Source: an optimization exercise on an open RTL-to-GDS flow (aim: a short achievable clock period and few clock cycles). Production flows keep margins and buffers that such runs may drop. Function was checked by simulation only, so behaviour that the tests miss may differ from the original.

== exp/zinc ==
==> flow/design.v <==
module mm_stream_engine #(
    parameter int N          = 4,
    parameter int DW         = 8,
    parameter int BRAM_DEPTH = 32
) (
    input  logic                                      clk,
    input  logic                                      rst,
    input  logic                                      start,
    input  logic [$clog2(BRAM_DEPTH):0]               rows,
    output logic                                      busy,
    output logic                                      done,
    output logic                                      b_rd_en,
    output logic [$clog2(N)-1:0]                      b_rd_addr,
    input  logic [N*DW-1:0]                           b_rd_data,
    output logic                                      a_rd_en,
    output logic [$clog2(BRAM_DEPTH)-1:0]             a_rd_addr,
    input  logic [N*DW-1:0]                           a_rd_data,
    output logic                                      c_wr_en,
    output logic [$clog2(BRAM_DEPTH)-1:0]             c_wr_addr,
    output logic [N*(2*DW+$clog2(N))-1:0]             c_wr_data
);
    localparam int AW = $clog2(BRAM_DEPTH);
    localparam int NB = $clog2(N);
    localparam int RW = 2 * DW + NB;    
    localparam int MW = DW + 4;         
    logic          r_busy, r_done;
    logic [AW:0]   r_dc;        
    logic [AW:0]   r_left;      
    logic [AW-1:0] r_ra;
    logic [NB-1:0] r_rb;
    logic [2:0]    r_bcap;      
    logic          w_accept, w_hit, w_busy_nxt;
    logic [AW:0]   w_rows_c;
    assign w_accept   = !r_busy && !r_done && start;
    assign w_rows_c   = rows[AW] ? (AW+1)'(BRAM_DEPTH) : rows;
    assign w_hit      = (r_dc == (AW+1)'(2**(AW+1) - 4));
    assign w_busy_nxt = w_accept || (r_busy && !w_hit);
    always_ff @(posedge clk or posedge rst) begin
        if (rst) begin
            r_busy <= 1'b0;
            r_done <= 1'b0;
            r_ra   <= '0;
            r_rb   <= '0;
            r_bcap <= '0;
        end else begin
            r_busy <= w_busy_nxt;
            r_done <= r_busy && w_hit;
            r_ra   <= w_busy_nxt ? r_ra + AW'(1) : '0;
            r_rb   <= !w_busy_nxt ? '0 : (r_rb == NB'(N - 1)) ? r_rb : r_rb + NB'(1);
            r_bcap <= {r_bcap[1:0], w_accept};
        end
    end
    always_ff @(posedge clk) begin
        r_dc   <= w_accept ? w_rows_c : r_dc - (AW+1)'(1);
        r_left <= w_accept ? w_rows_c : (r_left != '0) ? r_left - (AW+1)'(1) : r_left;
    end
    logic          r_busy_o, r_done_o;
    logic [AW-1:0] r_ra_o;
    logic [NB-1:0] r_rb_o;
    logic          w_busy_o_nxt;
    assign w_busy_o_nxt = (!r_busy_o && !r_done_o && start) || (r_busy_o && !w_hit);
    always_ff @(posedge clk or posedge rst) begin
        if (rst) begin
            r_busy_o <= 1'b0;
            r_done_o <= 1'b0;
            r_ra_o   <= '0;
            r_rb_o   <= '0;
        end else begin
            r_busy_o <= w_busy_o_nxt;
            r_done_o <= r_busy_o && w_hit;
            r_ra_o   <= w_busy_o_nxt ? r_ra_o + AW'(1) : '0;
            r_rb_o   <= !w_busy_o_nxt ? '0 : (r_rb_o == NB'(N - 1)) ? r_rb_o : r_rb_o + NB'(1);
        end
    end
    assign busy      = r_busy_o;
    assign done      = r_done_o;
    assign a_rd_en   = 1'b1;
    assign b_rd_en   = 1'b1;
    assign a_rd_addr = r_ra_o;
    assign b_rd_addr = r_rb_o;
    logic [DW-1:0]   r_b0  [N];
    logic [DW+1:0]   r_b0x3[N];
    logic [DW-1:0]   r_b1  [N];
    logic [DW+1:0]   r_b1x3[N];
    logic [DW-1:0]   r_b2  [N];
    logic [DW+1:0]   r_b2x3[N];
    always_ff @(posedge clk) begin
        for (int j = 0; j < N; j++) begin
            if (r_bcap[0]) begin
                r_b0[j]   <= b_rd_data[j*DW +: DW];
                r_b0x3[j] <= (DW+2)'(b_rd_data[j*DW +: DW]) + {1'b0, b_rd_data[j*DW +: DW], 1'b0};
            end
            if (r_bcap[1]) begin
                r_b1[j]   <= b_rd_data[j*DW +: DW];
                r_b1x3[j] <= (DW+2)'(b_rd_data[j*DW +: DW]) + {1'b0, b_rd_data[j*DW +: DW], 1'b0};
            end
            if (r_bcap[2]) begin
                r_b2[j]   <= b_rd_data[j*DW +: DW];
                r_b2x3[j] <= (DW+2)'(b_rd_data[j*DW +: DW]) + {1'b0, b_rd_data[j*DW +: DW], 1'b0};
            end
        end
    end
    function automatic logic [MW-1:0] tsel(input logic [MW*8-1:0] t, input logic [3:0] m);
        logic [MW-1:0] e [16];
        e[0]  = '0;
        e[1]  = t[0*MW +: MW];
        e[2]  = t[0*MW +: MW] << 1;
        e[3]  = t[1*MW +: MW];
        e[4]  = t[0*MW +: MW] << 2;
        e[5]  = t[2*MW +: MW];
        e[6]  = t[1*MW +: MW] << 1;
        e[7]  = t[3*MW +: MW];
        e[8]  = t[0*MW +: MW] << 3;
        e[9]  = t[4*MW +: MW];
        e[10] = t[2*MW +: MW] << 1;
        e[11] = t[5*MW +: MW];
        e[12] = t[1*MW +: MW] << 2;
        e[13] = t[6*MW +: MW];
        e[14] = t[3*MW +: MW] << 1;
        e[15] = t[7*MW +: MW];
        tsel = m[3] ? (m[2] ? (m[1] ? (m[0] ? e[15] : e[14]) : (m[0] ? e[13] : e[12]))
                            : (m[1] ? (m[0] ? e[11] : e[10]) : (m[0] ? e[9]  : e[8])))
                    : (m[2] ? (m[1] ? (m[0] ? e[7]  : e[6])  : (m[0] ? e[5]  : e[4]))
                            : (m[1] ? (m[0] ? e[3]  : e[2])  : (m[0] ? e[1]  : e[0])));
    endfunction
    function automatic logic [MW*8-1:0] odd_mults(input logic [DW-1:0] a);
        logic [MW-1:0] x;
        x = MW'(a);
        odd_mults = {(x << 4) - x,               
                     (x << 3) + (x << 2) + x,    
                     (x << 3) + (x << 1) + x,    
                     (x << 3) + x,               
                     (x << 3) - x,               
                     (x << 2) + x,               
                     (x << 1) + x,               
                     x};                         
    endfunction
    function automatic logic [2*RW-1:0] csa(input logic [RW-1:0] x, input logic [RW-1:0] y,
                                            input logic [RW-1:0] z);
        logic [RW-1:0] cs, cc;
        cs  = x ^ y ^ z;
        cc  = ((x & y) | (x & z) | (y & z)) << 1;
        csa = {cc, cs};
    endfunction
    function automatic logic [RW-1:0] pp4(input logic [1:0] d, input logic [DW-1:0] b,
                                          input logic [DW+1:0] b3, input int i);
        case (d)
            2'd0: pp4 = '0;
            2'd1: pp4 = RW'(b) << (2*i);
            2'd2: pp4 = RW'({b, 1'b0}) << (2*i);
            default: pp4 = RW'(b3) << (2*i);
        endcase
    endfunction
    logic            r_v1;
    logic [AW-1:0]   r_ad1, r_ad0;
    logic [N*DW-1:0] r_a1;
    always_ff @(posedge clk or posedge rst) begin
        if (rst) r_v1 <= 1'b0;
        else     r_v1 <= r_busy && (r_left != '0);
    end
    always_ff @(posedge clk) begin
        r_ad0 <= r_ra;
        r_ad1 <= r_ad0;
        r_a1  <= a_rd_data;
    end
    logic [RW-1:0] w_s1_s[N], w_s1_c[N];
    always_comb begin
        logic [RW-1:0]   pp[4];
        logic [2*RW-1:0] t;
        for (int j = 0; j < N; j++) begin
            for (int i = 0; i < 4; i++) pp[i] = pp4(r_a1[2*i +: 2], r_b0[j], r_b0x3[j], i);
            t = csa(pp[0], pp[1], pp[2]);
            t = csa(t[RW-1:0], t[2*RW-1:RW], pp[3]);
            w_s1_s[j] = t[RW-1:0];
            w_s1_c[j] = t[2*RW-1:RW];
        end
    end
    logic            r_v2;
    logic [AW-1:0]   r_ad2;
    logic [RW-1:0]   r_s2_s[N], r_s2_c[N];
    logic [3*DW-1:0] r_a2;         
    always_ff @(posedge clk or posedge rst) begin
        if (rst) r_v2 <= 1'b0;
        else     r_v2 <= r_v1;
    end
    always_ff @(posedge clk) begin
        r_ad2 <= r_ad1;
        for (int j = 0; j < N; j++) begin
            r_s2_s[j] <= w_s1_s[j];
            r_s2_c[j] <= w_s1_c[j];
        end
        r_a2 <= r_a1[N*DW-1:DW];
    end
    logic [RW-1:0] w_p1[N][4];
    always_comb begin
        for (int j = 0; j < N; j++)
            for (int i = 0; i < 4; i++) w_p1[j][i] = pp4(r_a2[2*i +: 2], r_b1[j], r_b1x3[j], i);
    end
    logic            r_v3;
    logic [AW-1:0]   r_ad3;
    logic [RW-1:0]   r_s3_s[N], r_s3_c[N];
    logic [RW-1:0]   r_p1[N][4];
    logic [DW-1:0]   r_a3;         
    logic [MW*8-1:0] r_t3;         
    always_ff @(posedge clk or posedge rst) begin
        if (rst) r_v3 <= 1'b0;
        else     r_v3 <= r_v2;
    end
    always_ff @(posedge clk) begin
        r_ad3 <= r_ad2;
        for (int j = 0; j < N; j++) begin
            r_s3_s[j] <= r_s2_s[j];
            r_s3_c[j] <= r_s2_c[j];
            for (int i = 0; i < 4; i++) r_p1[j][i] <= w_p1[j][i];
        end
        r_a3 <= r_a2[DW +: DW];
        r_t3 <= odd_mults(r_a2[2*DW +: DW]);
    end
    logic [RW-1:0] w_s3_s[N], w_s3_c[N];
    logic [RW-1:0] w_p2_s[N], w_p2_c[N];
    logic [MW-1:0] w_q_lo[N], w_q_hi[N];
    always_comb begin
        logic [2*RW-1:0] t, u;
        logic [RW-1:0]   pp[4];
        for (int j = 0; j < N; j++) begin
            t = csa(r_s3_s[j], r_s3_c[j], r_p1[j][0]);
            u = csa(r_p1[j][1], r_p1[j][2], r_p1[j][3]);
            t = csa(t[RW-1:0], t[2*RW-1:RW], u[RW-1:0]);
            t = csa(t[RW-1:0], t[2*RW-1:RW], u[2*RW-1:RW]);
            w_s3_s[j] = t[RW-1:0];
            w_s3_c[j] = t[2*RW-1:RW];
            for (int i = 0; i < 4; i++) pp[i] = pp4(r_a3[2*i +: 2], r_b2[j], r_b2x3[j], i);
            t = csa(pp[0], pp[1], pp[2]);
            t = csa(t[RW-1:0], t[2*RW-1:RW], pp[3]);
            w_p2_s[j] = t[RW-1:0];
            w_p2_c[j] = t[2*RW-1:RW];
            w_q_lo[j] = tsel(r_t3, b_rd_data[j*DW +: 4]);
            w_q_hi[j] = tsel(r_t3, b_rd_data[j*DW + 4 +: 4]);
        end
    end
    logic            r_v4;
    logic [AW-1:0]   r_ad4;
    logic [RW-1:0]   r_s4_s[N], r_s4_c[N];
    logic [RW-1:0]   r_p2_s[N], r_p2_c[N];
    logic [MW-1:0]   r_q_lo[N], r_q_hi[N];
    always_ff @(posedge clk or posedge rst) begin
        if (rst) r_v4 <= 1'b0;
        else     r_v4 <= r_v3;
    end
    always_ff @(posedge clk) begin
        r_ad4 <= r_ad3;
        for (int j = 0; j < N; j++) begin
            r_s4_s[j] <= w_s3_s[j];
            r_s4_c[j] <= w_s3_c[j];
            r_p2_s[j] <= w_p2_s[j];
            r_p2_c[j] <= w_p2_c[j];
            r_q_lo[j] <= w_q_lo[j];
            r_q_hi[j] <= w_q_hi[j];
        end
    end
    logic [RW-1:0] w_s4_s[N], w_s4_c[N];
    always_comb begin
        logic [2*RW-1:0] t, u;
        for (int j = 0; j < N; j++) begin
            t = csa(r_s4_s[j], r_s4_c[j], r_p2_s[j]);
            u = csa(r_p2_c[j], RW'(r_q_lo[j]), RW'(r_q_hi[j]) << 4);
            t = csa(t[RW-1:0], t[2*RW-1:RW], u[RW-1:0]);
            t = csa(t[RW-1:0], t[2*RW-1:RW], u[2*RW-1:RW]);
            w_s4_s[j] = t[RW-1:0];
            w_s4_c[j] = t[2*RW-1:RW];
        end
    end
    logic            r_v5;
    logic [AW-1:0]   r_ad5;
    logic [RW-1:0]   r_s5_s[N], r_s5_c[N];
    always_ff @(posedge clk or posedge rst) begin
        if (rst) r_v5 <= 1'b0;
        else     r_v5 <= r_v4;
    end
    always_ff @(posedge clk) begin
        r_ad5 <= r_ad4;
        for (int j = 0; j < N; j++) begin
            r_s5_s[j] <= w_s4_s[j];
            r_s5_c[j] <= w_s4_c[j];
        end
    end
    logic            r_v6;
    logic [AW-1:0]   r_ad6;
    logic [RW-1:0]   r_res[N];
    always_ff @(posedge clk or posedge rst) begin
        if (rst) r_v6 <= 1'b0;
        else     r_v6 <= r_v5;
    end
    always_ff @(posedge clk) begin
        r_ad6 <= r_ad5;
        for (int j = 0; j < N; j++) r_res[j] <= r_s5_s[j] + r_s5_c[j];
    end
    assign c_wr_en   = r_v6;
    assign c_wr_addr = r_ad6;
    always_comb begin
        for (int j = 0; j < N; j++) c_wr_data[j*RW +: RW] = r_res[j];
    end
endmodule
Settings: LEC_CHECK=0, ABC_CLOCK_PERIOD_IN_PS=2300, CAP_MARGIN=20, CORE_MARGIN=2, CORE_UTILIZATION=30, PLACE_DENSITY=0.4, SETUP_SLACK_MARGIN=4.15, SLEW_MARGIN=20; clock period 6.5 ns.
run.sh (not shown) runs the stock make flow with config.mk's settings and CLKGATE_MAP_FILE= SYNTH_SCRIPT=/design/flow/synth_recipe.tcl, a recipe that flattens the netlist after the stock synthesis.
Testbench counts of exp/zinc, summed over its fixed seeds: cycles 2,878.
#### Input delta (exp/raven over exp/zinc)
-- flow/design.v --
<<< exp/zinc, line 55
        r_left <= w_accept ? w_rows_c : (r_left != '0) ? r_left - (AW+1)'(1) : r_left;
    end
    logic          r_busy_o, r_done_o;
    logic [AW-1:0] r_ra_o;
    logic [NB-1:0] r_rb_o;
    logic          w_busy_o_nxt;
    assign w_busy_o_nxt = (!r_busy_o && !r_done_o && start) || (r_busy_o && !w_hit);
    always_ff @(posedge clk or posedge rst) begin
        if (rst) begin
            r_busy_o <= 1'b0;
            r_done_o <= 1'b0;
            r_ra_o   <= '0;
            r_rb_o   <= '0;
        end else begin
            r_busy_o <= w_busy_o_nxt;
            r_done_o <= r_busy_o && w_hit;
            r_ra_o   <= w_busy_o_nxt ? r_ra_o + AW'(1) : '0;
            r_rb_o   <= !w_busy_o_nxt ? '0 : (r_rb_o == NB'(N - 1)) ? r_rb_o : r_rb_o + NB'(1);
        end
    end
    assign busy      = r_busy_o;
    assign done      = r_done_o;
    assign a_rd_en   = 1'b1;
    assign b_rd_en   = 1'b1;
    assign a_rd_addr = r_ra_o;
    assign b_rd_addr = r_rb_o;
    logic [DW-1:0]   r_b0  [N];
    logic [DW+1:0]   r_b0x3[N];
>>> exp/raven, line 55
        r_left <= w_accept ? w_rows_c : (r_left != '0) ? r_left - (AW+1)'(1) : r_left;
    end
    assign busy      = r_busy;
    assign done      = r_done;
    assign a_rd_en   = 1'b1;
    assign b_rd_en   = 1'b1;
    assign a_rd_addr = r_ra;
    assign b_rd_addr = r_rb;
    logic [DW-1:0]   r_b0  [N];
    logic [DW+1:0]   r_b0x3[N];
<<< exp/zinc, line 218
    end
    logic [RW-1:0] w_s3_s[N], w_s3_c[N];
    logic [RW-1:0] w_p2_s[N], w_p2_c[N];
    logic [MW-1:0] w_q_lo[N], w_q_hi[N];
    always_comb begin
        logic [2*RW-1:0] t, u;
        logic [RW-1:0]   pp[4];
        for (int j = 0; j < N; j++) begin
            t = csa(r_s3_s[j], r_s3_c[j], r_p1[j][0]);
>>> exp/raven, line 200
    end
    logic [RW-1:0] w_s3_s[N], w_s3_c[N];
    logic [RW-1:0] w_p2[N][4];
    logic [MW-1:0] w_q_lo[N], w_q_hi[N];
    always_comb begin
        logic [2*RW-1:0] t, u;
        for (int j = 0; j < N; j++) begin
            t = csa(r_s3_s[j], r_s3_c[j], r_p1[j][0]);
<<< exp/zinc, line 230
            w_s3_s[j] = t[RW-1:0];
            w_s3_c[j] = t[2*RW-1:RW];
            for (int i = 0; i < 4; i++) pp[i] = pp4(r_a3[2*i +: 2], r_b2[j], r_b2x3[j], i);
            t = csa(pp[0], pp[1], pp[2]);
            t = csa(t[RW-1:0], t[2*RW-1:RW], pp[3]);
            w_p2_s[j] = t[RW-1:0];
            w_p2_c[j] = t[2*RW-1:RW];
            w_q_lo[j] = tsel(r_t3, b_rd_data[j*DW +: 4]);
            w_q_hi[j] = tsel(r_t3, b_rd_data[j*DW + 4 +: 4]);
>>> exp/raven, line 211
            w_s3_s[j] = t[RW-1:0];
            w_s3_c[j] = t[2*RW-1:RW];
            for (int i = 0; i < 4; i++) w_p2[j][i] = pp4(r_a3[2*i +: 2], r_b2[j], r_b2x3[j], i);
            w_q_lo[j] = tsel(r_t3, b_rd_data[j*DW +: 4]);
            w_q_hi[j] = tsel(r_t3, b_rd_data[j*DW + 4 +: 4]);
<<< exp/zinc, line 242
    logic [AW-1:0]   r_ad4;
    logic [RW-1:0]   r_s4_s[N], r_s4_c[N];
    logic [RW-1:0]   r_p2_s[N], r_p2_c[N];
    logic [MW-1:0]   r_q_lo[N], r_q_hi[N];
    always_ff @(posedge clk or posedge rst) begin
>>> exp/raven, line 219
    logic [AW-1:0]   r_ad4;
    logic [RW-1:0]   r_s4_s[N], r_s4_c[N];
    logic [RW-1:0]   r_p2[N][4];
    logic [MW-1:0]   r_q_lo[N], r_q_hi[N];
    always_ff @(posedge clk or posedge rst) begin
<<< exp/zinc, line 253
            r_s4_s[j] <= w_s3_s[j];
            r_s4_c[j] <= w_s3_c[j];
            r_p2_s[j] <= w_p2_s[j];
            r_p2_c[j] <= w_p2_c[j];
            r_q_lo[j] <= w_q_lo[j];
            r_q_hi[j] <= w_q_hi[j];
>>> exp/raven, line 230
            r_s4_s[j] <= w_s3_s[j];
            r_s4_c[j] <= w_s3_c[j];
            for (int i = 0; i < 4; i++) r_p2[j][i] <= w_p2[j][i];
            r_q_lo[j] <= w_q_lo[j];
            r_q_hi[j] <= w_q_hi[j];
<<< exp/zinc, line 261
    logic [RW-1:0] w_s4_s[N], w_s4_c[N];
    always_comb begin
        logic [2*RW-1:0] t, u;
        for (int j = 0; j < N; j++) begin
            t = csa(r_s4_s[j], r_s4_c[j], r_p2_s[j]);
            u = csa(r_p2_c[j], RW'(r_q_lo[j]), RW'(r_q_hi[j]) << 4);
            t = csa(t[RW-1:0], t[2*RW-1:RW], u[RW-1:0]);
            t = csa(t[RW-1:0], t[2*RW-1:RW], u[2*RW-1:RW]);
            w_s4_s[j] = t[RW-1:0];
            w_s4_c[j] = t[2*RW-1:RW];
        end
    end
>>> exp/raven, line 237
    logic [RW-1:0] w_s4_s[N], w_s4_c[N];
    always_comb begin
        logic [2*RW-1:0] t, u, v;
        for (int j = 0; j < N; j++) begin
            t = csa(r_s4_s[j], r_s4_c[j], r_p2[j][0]);
            u = csa(r_p2[j][1], r_p2[j][2], r_p2[j][3]);
            v = csa(t[RW-1:0], t[2*RW-1:RW], u[RW-1:0]);
            t = csa(u[2*RW-1:RW], RW'(r_q_lo[j]), RW'(r_q_hi[j]) << 4);
            u = csa(v[RW-1:0], v[2*RW-1:RW], t[RW-1:0]);
            v = csa(u[RW-1:0], u[2*RW-1:RW], t[2*RW-1:RW]);
            w_s4_s[j] = v[RW-1:0];
            w_s4_c[j] = v[2*RW-1:RW];
        end
    end
- A startpoint of the worst setup timing path of r_s4_s[3][9] is what exp/raven shows, while r_v6 belongs to exp/zinc.
- exp/zinc has higher met1 capacity usage during global routing than exp/raven.
- On flip-flop and latch count: between exp/zinc and exp/raven, it ends up higher for exp/raven.
- Compared with exp/zinc, in exp/raven area of the die saw an increase; number of cells on the critical path saw an increase; post-route clock period utilization saw an increase; total wirelength of the detailed-routed design saw a decrease; fraction of the core area covered by cells at the end of the flow saw a decrease.
- Compared with exp/zinc, exp/raven shows a smallest hold slack that is 0.016 ns lower.
- Number of standard-cell rows in the floorplan on exp/raven is up relative to exp/zinc.
- Compared with exp/zinc, exp/raven shows fraction of layout cells with a size suffix above 1 lower by 0.62 points.
Testbench counts of exp/raven, summed over its fixed seeds: cycles 2,878.

re-timing with driven ports:
No port has a modelled driver above. Below, the same layouts with a new extraction and two added sets of constraints.
Step 1 assumes that a clkbuf_16 drives the clock port and a buf_2 every other input.
Step 2 times the ports against the registers' clock, not the clock port: input delays grow and output delays shrink by t, the midpoint of the rising clock arrivals with the driver on.
Slacks: no drivers / after step 1 / after step 2; pairs: no drivers / after step 1.
run	t (ns)	setup slack, ns	hold WS [ns]	pins driven straight from the clock port
exp/zinc	0.892	3.839 / 3.753 / 3.181	0.318 / 0.318 / 0.318	1
exp/raven	0.892	3.761 / 3.735 / 3.187	0.303 / 0.303 / 0.303	1
After both steps every run listed still meets setup and hold. For exp/zinc, which loses most, drivers alone change the setup slack by -0.086 ns; drivers and shift together by -0.658 ns.
